Background: an optimization exercise with open tools, aiming at small area, a short achievable clock period and few clock cycles per item. Do not read the settings as production practice.
Function was not checked in any run shown here: the RTL went through the layout flow alone.

## flow/design.v (module list and top-level ports; edited modules follow where they fit)
// module mont_redc_ws: 1846 lines
module mont_redc_ws #(
    parameter int P_WIDTH  = 64,
    parameter int W_WIDTH  = 32,
    parameter int PD_WIDTH = 2 * P_WIDTH,
    parameter int NUM_W    = P_WIDTH / W_WIDTH
) (
    input  logic                clk,
    input  logic                rst_n,
    input  logic                in_valid,
    output logic                in_ready,
    input  logic [PD_WIDTH-1:0] Mul_in,
    input  logic [P_WIDTH-1:0]  N_in,
    input  logic [W_WIDTH-1:0]  Nprime_in,
    output logic                out_valid,
    input  logic                out_ready,
    output logic [P_WIDTH-1:0]  res_out,
    output logic [P_WIDTH:0]    res_raw_out
);
  // ...
==> flow/flow/run.sh <==
#!/bin/bash
# The standard layout (standard.sh: ORFS synth .. finish) with two changes:
#  - port buffers use the smallest plain buffer cell (every port still gets its own buffer)
#  - the setup repair over-fixes: repair_timing aims at 10.3 ns of setup slack instead of 0
export BUFFER_PORTS_ARGS="-buffer_cell sky130_fd_sc_hd__buf_1"
export SETUP_SLACK_MARGIN=10.3
bash standard.sh > standard.log 2>&1
==> flow/standard.sh <==
#!/bin/bash
# synth_recipe.tcl (not shown) runs the flow's synth.tcl, then flattens the netlist and writes it again
# the make line also repeats each setting of config.mk as NAME=value (left out here)
make -C /OpenROAD-flow-scripts/flow DESIGN_CONFIG=/design/flow/config.mk WORK_HOME=/design/flow/orfs CLKGATE_MAP_FILE= SYNTH_SCRIPT=/design/flow/synth_recipe.tcl "${@:-finish}"
==> flow/config.mk <==
export PLATFORM = sky130hd
export DESIGN_NAME = mont_redc_ws
export DESIGN_NICKNAME = mont_redc_ws
export VERILOG_FILES = /design/flow/design.v
export SDC_FILE = /design/flow/constraint.sdc
export NUM_CORES = 4
export LEC_CHECK = 0
export CAP_MARGIN = 20
export CORE_MARGIN = 2
export CORE_UTILIZATION = 40
export CTS_BUF_LIST = sky130_fd_sc_hd__clkbuf_8
export SLEW_MARGIN = 60
==> flow/constraint.sdc <==
create_clock -name core_clock -period 16.0 [get_ports {clk}]
set_input_delay 3.2000 -clock core_clock [delete_from_list [all_inputs] [get_ports {clk}]]
set_output_delay 3.2000 -clock core_clock [all_outputs]
set_load 0.01 [all_outputs]
==> impl_results.md, run 1 <==
- H-Tree Depth: 2
- Ys async rst share: 0%
- Simple-gate share of the synthesized area: between 5 and 6%
- CTS Buffer Depth: 3
- Yosys warns: 3
- Worst path max stage delay: 0.52 ns
- Design area: 0.0335 mm²
- Post-DP Area: 0.0316 mm²
- WL per Instance: 24.9 µm
- Worst slew margin: 59.7%
- Total of max-cap violations: 0
- Synth Flop Type: dfxtp_1
- Status: finished clean
- Drc violations: 0
- WHS Endpoint: pv$_SDFF_PN0_
- Seq/Total Area, Yosys: around a quarter
- Area contributors post-synth: fa_1, edfxtp_1, xnor2_1, dfxtp_1, mux2_2
- Setup Viol. Count Final: 0
- Via count: roughly 23000
- Share of layout cells above drive strength 1: 15.9%
- Mapped Nets: 3530
- TritonCTS Sinks: 288
- M2 GR Usage: a little over two fifths
- Gr ovfl total: 0
- Setup WS pre-CTS: 9.91 ns
- CP startpoint: one[3]$_DFF_P_
- Multi-input gate count: 2131
- Num ports: 359
- Clock slew at reported path FFs: 0.06 ns
- Clock latency (worst-skew pair): approximately 0.7 ns
- Clkbuf count: 64
==> run 2, diff against run 1 <==
--- a/flow/design.v
+++ b/flow/design.v
@@ -1673,45 +1673,51 @@
     assign la_c[14] = t678;
     assign la_s[15] = t679;
     assign la_c[15] = t680;
     logic la_cin;
     assign la_cin = |(la_s[7:0] | la_c[7:0]);
     logic [7:0] la_k_p0, la_k_g0, la_k;
     assign la_k_p0 = la_s[15:8] ^ la_c[15:8];
     assign la_k_g0 = la_s[15:8] & la_c[15:8];
-    wire la_k_gc = la_k_g0[0] | (la_k_p0[0] & la_cin);
-    wire la_k_g1_1 = la_k_g0[1] | (la_k_p0[1] & la_k_gc);
+    wire la_k_g1_1 = la_k_g0[1] | (la_k_p0[1] & la_k_g0[0]);
+    wire la_k_p1_1 = la_k_p0[1] & la_k_p0[0];
     wire la_k_g1_2 = la_k_g0[2] | (la_k_p0[2] & la_k_g0[1]);
     wire la_k_p1_2 = la_k_p0[2] & la_k_p0[1];
     wire la_k_g1_3 = la_k_g0[3] | (la_k_p0[3] & la_k_g0[2]);
     wire la_k_p1_3 = la_k_p0[3] & la_k_p0[2];
     wire la_k_g1_4 = la_k_g0[4] | (la_k_p0[4] & la_k_g0[3]);
     wire la_k_p1_4 = la_k_p0[4] & la_k_p0[3];
     wire la_k_g1_5 = la_k_g0[5] | (la_k_p0[5] & la_k_g0[4]);
     wire la_k_p1_5 = la_k_p0[5] & la_k_p0[4];
     wire la_k_g1_6 = la_k_g0[6] | (la_k_p0[6] & la_k_g0[5]);
     wire la_k_p1_6 = la_k_p0[6] & la_k_p0[5];
     wire la_k_g1_7 = la_k_g0[7] | (la_k_p0[7] & la_k_g0[6]);
     wire la_k_p1_7 = la_k_p0[7] & la_k_p0[6];
-    wire la_k_g2_2 = la_k_g1_2 | (la_k_p1_2 & la_k_gc);
+    wire la_k_g2_2 = la_k_g1_2 | (la_k_p1_2 & la_k_g0[0]);
+    wire la_k_p2_2 = la_k_p1_2 & la_k_p0[0];
     wire la_k_g2_3 = la_k_g1_3 | (la_k_p1_3 & la_k_g1_1);
+    wire la_k_p2_3 = la_k_p1_3 & la_k_p1_1;
     wire la_k_g2_4 = la_k_g1_4 | (la_k_p1_4 & la_k_g1_2);
     wire la_k_p2_4 = la_k_p1_4 & la_k_p1_2;
     wire la_k_g2_5 = la_k_g1_5 | (la_k_p1_5 & la_k_g1_3);
     wire la_k_p2_5 = la_k_p1_5 & la_k_p1_3;
     wire la_k_g2_6 = la_k_g1_6 | (la_k_p1_6 & la_k_g1_4);
     wire la_k_p2_6 = la_k_p1_6 & la_k_p1_4;
     wire la_k_g2_7 = la_k_g1_7 | (la_k_p1_7 & la_k_g1_5);
     wire la_k_p2_7 = la_k_p1_7 & la_k_p1_5;
-    wire la_k_g3_4 = la_k_g2_4 | (la_k_p2_4 & la_k_gc);
+    wire la_k_g3_4 = la_k_g2_4 | (la_k_p2_4 & la_k_g0[0]);
+    wire la_k_p3_4 = la_k_p2_4 & la_k_p0[0];
     wire la_k_g3_5 = la_k_g2_5 | (la_k_p2_5 & la_k_g1_1);
+    wire la_k_p3_5 = la_k_p2_5 & la_k_p1_1;
     wire la_k_g3_6 = la_k_g2_6 | (la_k_p2_6 & la_k_g2_2);
+    wire la_k_p3_6 = la_k_p2_6 & la_k_p2_2;
     wire la_k_g3_7 = la_k_g2_7 | (la_k_p2_7 & la_k_g2_3);
-    assign la_k = la_k_p0 ^ {la_k_g3_6, la_k_g3_5, la_k_g3_4, la_k_g2_3, la_k_g2_2, la_k_g1_1, la_k_gc, la_cin};
+    wire la_k_p3_7 = la_k_p2_7 & la_k_p2_3;
+    assign la_k = la_k_p0 ^ {(la_k_g3_6 | (la_k_p3_6 & la_cin)), (la_k_g3_5 | (la_k_p3_5 & la_cin)), (la_k_g3_4 | (la_k_p3_4 & la_cin)), (la_k_g2_3 | (la_k_p2_3 & la_cin)), (la_k_g2_2 | (la_k_p2_2 & la_cin)), (la_k_g1_1 | (la_k_p1_1 & la_cin)), (la_k_g0[0] | (la_k_p0[0] & la_cin)), la_cin};
     assign la_next = la_k;
     logic [7:0] q0;
     logic [7:0] q0_s, q0_c;
     assign q0_s[0] = negn[0];
     assign q0_c[0] = ((onen[0] & tl_q[0]) ^ negn[0]);
     assign q0_s[1] = (((onen[0] & tl_q[1]) | (twon[0] & tl_q[0])) ^ negn[0]);
     assign q0_c[1] = 1'b0;
     assign q0_s[2] = t691;
==> run 2 against run 1 <==
Maximum frequency shrank 1.2%. Non-clock buffer count grew 1. Synthesized area grew 0.33%. Clock skew grew 0.030 ns. Critical path depth grew 2. First-iteration DRC count grew 26%. Largest cell class unchanged. Utilization shrank 0.17 points. Global-route usage shrank 0.24 points. Still clean. Register-to-register slack lost 0.07 ns. Sequential share of layout area is essentially flat.
==> impl_results.md, run 2 <==
- Worst R2R Start: neg[0]$_DFF_P_ (was one[3]$_DFF_P_)
- Post-DP HPWL: 78800 µm (was 78400 µm)
- First-pass detailed-route iteration total: 23 (was 7)
- Reg-to-reg setup timing slack: 10.37 ns (was 10.44 ns)
- TritonCTS Sinks: 288 (unchanged)
- Status: finished clean (unchanged)
- CTS tree: done (unchanged)
- F_max: 0.178 GHz (was 0.180 GHz)
- Initial antenna violation count: 6 (was 2)
- Root Driver: clkbuf_8 (unchanged)
- Number of routed nets with antenna violations: 0 (unchanged)
- Ys async rst share: 0% (unchanged)
- GP Congestion: 0.940 (was 0.924)
- Cells on Worst Hold Path: 1 (unchanged)
- Layout area overhead: 12.9% (was 13.4%)
- Worst slew margin: 57.8% (was 59.7%)
- Skew final: 0.0780 ns (was 0.0482 ns)
- Nature of the critical path startpoint: flip-flop (unchanged)
- Post-Layout Cell Count: 4104 (was 4094)
- Row cnt: 99 (unchanged)
- CP max stage cell: fa_1 (unchanged)
- Max reg flops: 66 (unchanged)
- Clock slew at reported path FFs: 0.06 ns (about the same)
- GRT Total Usage: 26.4% (was 26.7%)
- Area contributors post-synth: fa_1, edfxtp_1, xnor2_1, dfxtp_1, mux2_2 (unchanged)
- Setup Viol. Count Final: 0 (unchanged)
- Cells after DPL: 3980 (was 3967)
- Nature of the critical path endpoint: flip-flop (unchanged)
- Final Max Slew Viols: 0 (unchanged)
- Commonest non-fill, non-tap cells in the layout: xnor2_1, buf_1, fa_1 (unchanged)
- Most frequent cell after synthesis: xnor2_1 (unchanged)
- WHS Endpoint: pv$_SDFF_PN0_ (unchanged)
- Area of the mapped netlist: 0.0296 mm² (was 0.0295 mm²)
- WL per Instance: 24.9 µm (about the same)
- Mapped Nets: 3551 (was 3530)
- Total of max-cap violations: 0 (unchanged)
- Crit share post-route: 35.2% (was 34.8%)
- Fin Setup TNS: 0 ns (unchanged)
- Worst setup margin: 10.37 ns (was 10.44 ns)
- Initial drt markers: 2466 (was 1950)
- EDFF count, synth: 141 (unchanged)
- Most common cell after layout, fill and taps aside: xnor2_1 (unchanged)
- Via count: 23900 (was 23500)
- Biggest regs: w: 66 flops, r: 65 flops, n_q: 64 flops (unchanged)
- Yosys warns: 3 (unchanged)
- Most flops, register: w (unchanged)
- Num ports: 359 (unchanged)
- Clock latency (worst-skew pair): 0.71 ns (was 0.69 ns)
- Gr ovfl total: 0 (unchanged)
- Cells along the critical path: clkinv_2 -> xnor2_1 -> fa_1 -> inv_1 -> fa_1 -> inv_1 -> fa_1 -> inv_1 -> ha_1 -> o21ai_0 -> nand2b_1 -> o2111ai_1 -> a21oi_2 -> a31oi_2 -> o31a_1 -> o31a_2 -> o31ai_1 -> xor2_1 -> mux2_2 (was buf_6 -> a22oi_1 -> xnor2_1 -> fa_1 -> fa_1 -> fa_1 -> ha_1 -> and3_1 -> and2_1 -> nand2_1 -> a211oi_4 -> o2111ai_2 -> nand2_2 -> a31oi_4 -> o21bai_1 -> xor2_1 -> mux2i_1)
- First-pass GRT wire length: 153000 µm (was 151000 µm)
- DR vias/cell: 5.81 (was 5.73)
- H-Tree Depth: 2 (unchanged)
- Worst path max stage delay: 0.54 ns (was 0.52 ns)
- RSZ-0062 raised after global routing: yes (unchanged)
- Worst endpoint required time: 16.40 ns (was 16.39 ns)
- Synth top area share: 21.2% (was 21.4%)
- Core area: 0.0731 mm² (was 0.0730 mm²)
- Synth Flop Type: dfxtp_1 (unchanged)
- Nets: 3779 (was 3765)
- Die width: 276 µm (about the same)
- Cell taking the most area after synthesis: fa_1 (unchanged)
- Final min period: 5.63 ns (was 5.56 ns)
- Initial Util: 40.5% (was 40.4%)
- Die Ht: 276 µm (about the same)
- Die area: 0.0762 mm² (was 0.0760 mm²)
- R2R depth: 19 (was 17)
- Yosys cell types: 89 (was 73)
- Min-delay src: in_ready$_SDFF_PN0_ (unchanged)
- Synthesized instance count: 2872 (was 2853)
- CTS Buffer Depth: 3 (unchanged)
- TritonCTS Buffers: 51 (was 55)
- Hold slack: 0.418 ns (was 0.409 ns)
- Drc violations: 0 (unchanged)
- Final Hold Fails: 0 (unchanged)
- Hold crit path type: reg -> reg (unchanged)
- Worst-Margin Slew: 0.629 ns (was 0.601 ns)
- CP Class: reg -> reg (unchanged)
- # hold bufs at CTS: 0 (unchanged)
- Routed WL: 102000 µm (about the same)
- Seq/Total Area, Yosys: 24.2% (was 24.3%)
- Syn_area_per_cell: 10.3 µm² (about the same)
- Worst Path Max Fanout: 14 (was 10)
- #FFs+latches synth: 288 (unchanged)
- Reg2reg end: w[60]$_DFFE_PP_ (was sel_r$_DFFE_PP_)
- Most common library cells after synthesis: xnor2_1, fa_1, inv_1 (unchanged)
- Number of global-route vias before repair: 23800 (was 23400)
- Crit path DAT: 6.03 ns (was 5.95 ns)
- PortBufs: 334 (unchanged)
- Setup WS pre-CTS: 9.81 ns (was 9.91 ns)
- Share of layout cells above drive strength 1: 15.0% (was 15.9%)
- Pin count of the biggest net entering global routing: 60 (was 53)
==> run 2: cell types whose count changed after synthesis, moves of 7 or more <==
cell      before  now
o21ai_1       13    4
nand2b_1      18    9
a21o_1        55   36
nand2_1      115  123
o21a_1         6   21
clkbuf_1     185  174
a21oi_1      102  109
buf_1         16   29
nor2_1        58   74
==> run 2: worst max-delay path by stage <==
| stage | startpoint | endpoint | slack (ns) | cells after the start |
|---|---|---|---|---|
| after floorplan | la_on$_SDFFE_PP0P_ | two_a[1]$_DFF_P_ | 10.32 | 21 |
| after global placement | neg[0]$_DFF_P_ | w[54]$_DFFE_PP_ | 9.45 | 19 |
| after detailed placement | la_on$_SDFFE_PP0P_ | two_a[0]$_DFF_P_ | 9.81 | 19 |
| after CTS | la_on$_SDFFE_PP0P_ | two_y[3]$_DFF_P_ | 10.30 | 21 |
| after global routing | neg[0]$_DFF_P_ | w[60]$_DFFE_PP_ | 10.18 | 19 |
| final | neg[0]$_DFF_P_ | w[60]$_DFFE_PP_ | 10.37 | 19 |
==> run 2: per-layer routing <==
metal | part of all wire [%] | wire, µm | vias up | GRT usage [%]
li1 | - | - | 10600 | -
met1 | 42 | 43100 | 11900 | 36.7
met2 | 46 | 47100 | 1159 | 41.6
met3 | 8.0 | 8150 | 190 | 4.22
met4 | 3.7 | 3810 | 4 | 9.68
met5 | 0.023 | 24 | - | 0
==> run 2: kinds of logic after synthesis <==
family                     Yosys count  synth area share (%)
AOI/OAI and AO/OA                  719                  16.7
adders and majority gates          451                  27.0
xor gates and xnor gates           445                  13.2
buffers and inverters              439                  5.72
and+or+nand+nor                    323                  5.19
DFF                                288                  24.2
muxes                              207                  7.90
==> run 2: what timing repair did <==
item / CTS / global route
buffers inserted: 7 / 16
gates resized for setup: 53 / 57
cloned: 2 / 0
endpoints found under the setup margin: 116 / 57
pin swaps: 5 / 10
==> run 2: final cells by class <==
| cell class | count | area (µm²) |
|---|---|---|
| diodes | 2 | 5.00 |
| clock buffers | 63 | 867 |
| well taps | 959 | 1200 |
| multi-input cells | 2145 | 21100 |
| clock inverters | 33 | 259 |
| fillers | 7079 | 39700 |
| inverters | 217 | 817 |
| repair buffers | 397 | 1880 |
| flip-flops and latches | 288 | 7280 |
==> run 2: critical path, delay by kind of cell, from the launching register on <==
kind,cells,cell delay [ns]
DFF,1,0.48
xor gates and xnor gates,2,0.35
buffers and inverters,4,0.38
adders and majority gates,4,1.68
muxes,1,0.27
AOI/OAI and AO/OA,7,2.11
and+or+nand+nor,1,0.09
==> run 2: metrics by stage <==
step	cell area, µm²	utilization [%]
after CTS	33100	45.3
after global placement	31500	43.1
after floorplan	29600	-
after detailed placement	31700	43.3
final	33400	45.7
after global routing	33400	45.7
==> run 3, diff against run 2 <==
==> flow/flow/run.sh (replaced) <==
#!/bin/bash
# The standard layout (standard.sh: ORFS synth .. finish), except that the port
# buffers use the smallest plain buffer cell (every port still gets its own buffer).
export BUFFER_PORTS_ARGS="-buffer_cell sky130_fd_sc_hd__buf_1"
bash standard.sh > standard.log 2>&1
==> run 3 against run 2 <==
Worst hold slack lost 0.0084 ns. Via count shrank 0.90%. Die area is the same. Sequential cell count is the same. Cell count shrank 0.51%. Synthesized area is the same. Routed wire length shrank 1.8%. Global-route usage shrank 0.53 points. Final area shrank 1.4%.
==> impl_results.md, run 3 <==
- Nature of the critical path endpoint: flip-flop (unchanged)
- Number of global-route vias before repair: 23500 (was 23800)
- XOR/XNOR share of the synthesized area: 13.2% (unchanged)
- Synthesized instance count: 2872 (unchanged)
- Yosys warns: 3 (unchanged)
- Synth Area in Adders: 27.0% (unchanged)
- Commonest non-fill, non-tap cells in the layout: xnor2_1, buf_1, fa_1 (unchanged)
- Sequential standard cell area: 0.00724 mm² (was 0.00728 mm²)
- Worst-Margin Slew: 0.644 ns (was 0.629 ns)
- Syn_area_per_cell: 10.3 µm² (unchanged)
- Yosys cell types: 89 (unchanged)
- Cell taking the most area after synthesis: fa_1 (unchanged)
- Initial antenna violation count: 6 (unchanged)
- Synth top area share: 21.2% (unchanged)
- Most frequent cell after synthesis: xnor2_1 (unchanged)
- Final Max Slew Viols: 0 (unchanged)
- TritonCTS Sinks: 288 (unchanged)
- Worst slew margin: 56.9% (was 57.8%)
- Skew final: 0.0707 ns (was 0.0780 ns)
- Design area: 0.0329 mm² (was 0.0334 mm²)
- Setup WS pre-CTS: 9.71 ns (was 9.81 ns)
- CTS Buffer Depth: 3 (unchanged)
- Cts repair resizes: 0 (was 53)
- Via count: 23600 (was 23900)
- Worst endpoint required time: 16.60 ns (was 16.40 ns)
- Post-CTS Setup Bufs: 0 (was 7)
- Status: finished clean (unchanged)
- Final Hold Fails: 0 (unchanged)
- Hold crit path type: reg -> reg (unchanged)
- Biggest regs: w: 66 flops, r: 65 flops, n_q: 64 flops (unchanged)
- Mux share of post-synthesis cell area: 7.90% (unchanged)
- Hold slack: 0.410 ns (was 0.418 ns)
- First-pass detailed-route iteration total: 18 (was 23)
- Fin util: 45.1% (was 45.7%)
- Clock slew at reported path FFs: 0.06 ns (about the same)
- DR vias/cell: 5.79 (was 5.81)
- Crit share post-route: 39.5% (was 35.2%)
- Layout area overhead: 11.2% (was 12.9%)
- Seq/Total Area, Yosys: 24.2% (unchanged)
- Total of max-cap violations: 0 (unchanged)
- Gr ovfl total: 0 (unchanged)
- Post-DP HPWL: 78300 µm (was 78800 µm)
- First-pass GRT wire length: 150000 µm (was 153000 µm)
- Area of the mapped netlist: 0.0296 mm² (unchanged)
- CP Class: reg -> reg (unchanged)
- Post-DP Area: 0.0317 mm² (about the same)
- Die width: 276 µm (unchanged)
- Pin count of the biggest net entering global routing: 74 (was 60)
- Die Ht: 276 µm (unchanged)
- F_max: 0.158 GHz (was 0.178 GHz)
- Synth Flop Type: dfxtp_1 (unchanged)
- Simple-gate share of the synthesized area: 5.19% (unchanged)
- Multi-input gate area: 0.0209 mm² (was 0.0211 mm²)
- Largest family of logic cells by synthesized area: adder cells (unchanged)
- Core area: 0.0731 mm² (unchanged)
- WL per Instance: 24.6 µm (was 24.9 µm)
- Most common cell after layout, fill and taps aside: xnor2_1 (unchanged)
- Area contributors post-synth: fa_1, edfxtp_1, xnor2_1, dfxtp_1, mux2_2 (unchanged)
- Worst setup margin: 9.69 ns (was 10.37 ns)
- RSZ-0062 raised after global routing: no (was yes)
- Root Driver: clkbuf_8 (unchanged)
- Worst Path Max Fanout: 24 (was 14)
- Fin Setup TNS: 0 ns (unchanged)
- Mapped Nets: 3551 (unchanged)
- Max reg flops: 66 (unchanged)
- Number of routed nets with antenna violations: 0 (unchanged)
- Num ports: 359 (unchanged)
- Most common library cells after synthesis: xnor2_1, fa_1, inv_1 (unchanged)
- H-Tree Depth: 2 (unchanged)
- Initial drt markers: 2398 (was 2466)
- Setup Viol. Count Final: 0 (unchanged)
- Synth Area in Compound Gates: 16.7% (unchanged)
- Most flops, register: w (unchanged)
- Crit path DAT: 6.91 ns (was 6.03 ns)
- Nets: 3757 (was 3779)
- Drc violations: 0 (unchanged)
- Die area: 0.0762 mm² (unchanged)
- TritonCTS Buffers: 53 (was 51)
- Final min period: 6.31 ns (was 5.63 ns)
- Row cnt: 99 (unchanged)
- Ys async rst share: 0% (unchanged)
- EDFF count, synth: 141 (unchanged)
- CTS tree: done (unchanged)
- Nature of the critical path startpoint: flip-flop (unchanged)
- GRT Total Usage: 25.9% (was 26.4%)
- Initial Util: 40.5% (unchanged)
- GP Congestion: 0.944 (was 0.940)
- # hold bufs at CTS: 0 (unchanged)
- Routed WL: 100000 µm (was 102000 µm)
- PortBufs: 334 (unchanged)
- #FFs+latches synth: 288 (unchanged)
- Fillers: 7115 (was 7079)
- Share of layout cells above drive strength 1: 13.1% (was 15.0%)
- Clock latency (worst-skew pair): 0.71 ns (about the same)
==> run 3: cell counts after synthesis <==
No cell type changed its count.
==> run 3: area by class of cell <==
| cell class | instances | share of cell area, % |
|---|---|---|
| Clock buffer | 62 | 2.59 |
| Inverter | 217 | 2.47 |
| Antenna cell | 2 | 0.0152 |
| Clock inverter | 37 | 1.03 |
| Sequential cell | 288 | 22.0 |
| Timing Repair Buffer | 373 | 4.88 |
| Multi-Input combinational cell | 2145 | 63.4 |
| Tap cell | 959 | 3.64 |
==> run 3: final timing paths <==
check                            from                to  slack, ns  cells past startpoint
hold reg to reg   in_ready$_SDFF_PN0_     pv$_SDFF_PN0_       0.41                      1
setup / recovery   la_on$_SDFFE_PP0P_  two_a[1]$_DFF_P_       9.69                     20
hold / removal    in_ready$_SDFF_PN0_     pv$_SDFF_PN0_       0.41                      1
setup reg to reg   la_on$_SDFFE_PP0P_  two_a[1]$_DFF_P_       9.69                     20
==> run 3: through the flow <==
step,std cells
after detailed placement,3980
after CTS,4079
after floorplan,2872
final,4083
after global routing,4082
after global placement,3969
==> run 3: worst max-delay path: stages, from the launching register on <==
cell      delay, ns
dfxtp_1        0.31
buf_4          0.34
mux2_1         0.51
a22oi_1        0.26
xnor2_1        0.10
ha_1           0.28
inv_1          0.05
fa_1           0.53
inv_1          0.06
fa_1           0.42
or4_1          0.54
or4_2          0.64
fa_1           0.46
xor2_1         0.19
o211ai_1       0.19
a21boi_1       0.48
inv_1          0.16
ha_1           0.21
mux2_2         0.30
nand2_1        0.10
inv_1          0.05
==> run 3: metal layers <==
layer | vias up | global-route usage (%) | part of all wire, %
met2 | 1203 | 39.6 | 44
li1 | 10500 | - | -
met1 | 11800 | 36.5 | 44
met3 | 153 | 5.86 | 9.5
met5 | - | 0 | 0.010
met4 | 2 | 7.76 | 2.9
==> run 3: cell families (layout without fill, tap and decap cells) <==
group,count (synthesis),in the layout
buf+inv,439,689
compound gates,719,719
fa+ha+maj,451,451
mux,207,207
flops,288,288
other cells,0,2
simple gates,323,323
xor+xnor,445,445

==> port drivers added, routing unchanged <==
No port has a modelled driver above. Below, the same layouts with a new extraction and two added sets of constraints.
Step 1 (the two cells are an assumption about what drives the block):
set clk [get_ports {clk}]
set_driving_cell -lib_cell sky130_fd_sc_hd__clkbuf_16 $clk
set_driving_cell -lib_cell sky130_fd_sc_hd__buf_2 [delete_from_list [all_inputs] $clk]
Step 2 times the ports against the registers' clock, not the clock port: input delays grow and output delays shrink by t, the midpoint of the rising clock arrivals with the driver on.
a / b / c = no drivers / after step 1 / after step 2; a / b = the first two.
run | shift t [ns] | setup WS [ns] | worst setup path after step 2 | worst data-port slew with drivers (ns)
run 1 | 0.733 | 10.439 / 10.439 / 10.439 | register to register | 0.07
run 2 | 0.729 | 10.369 / 10.369 / 10.369 | register to register | 0.10
run 3 | 0.736 | 9.686 / 9.686 / 9.686 | register to register | 0.09
After both steps setup and hold are still met in every run listed.
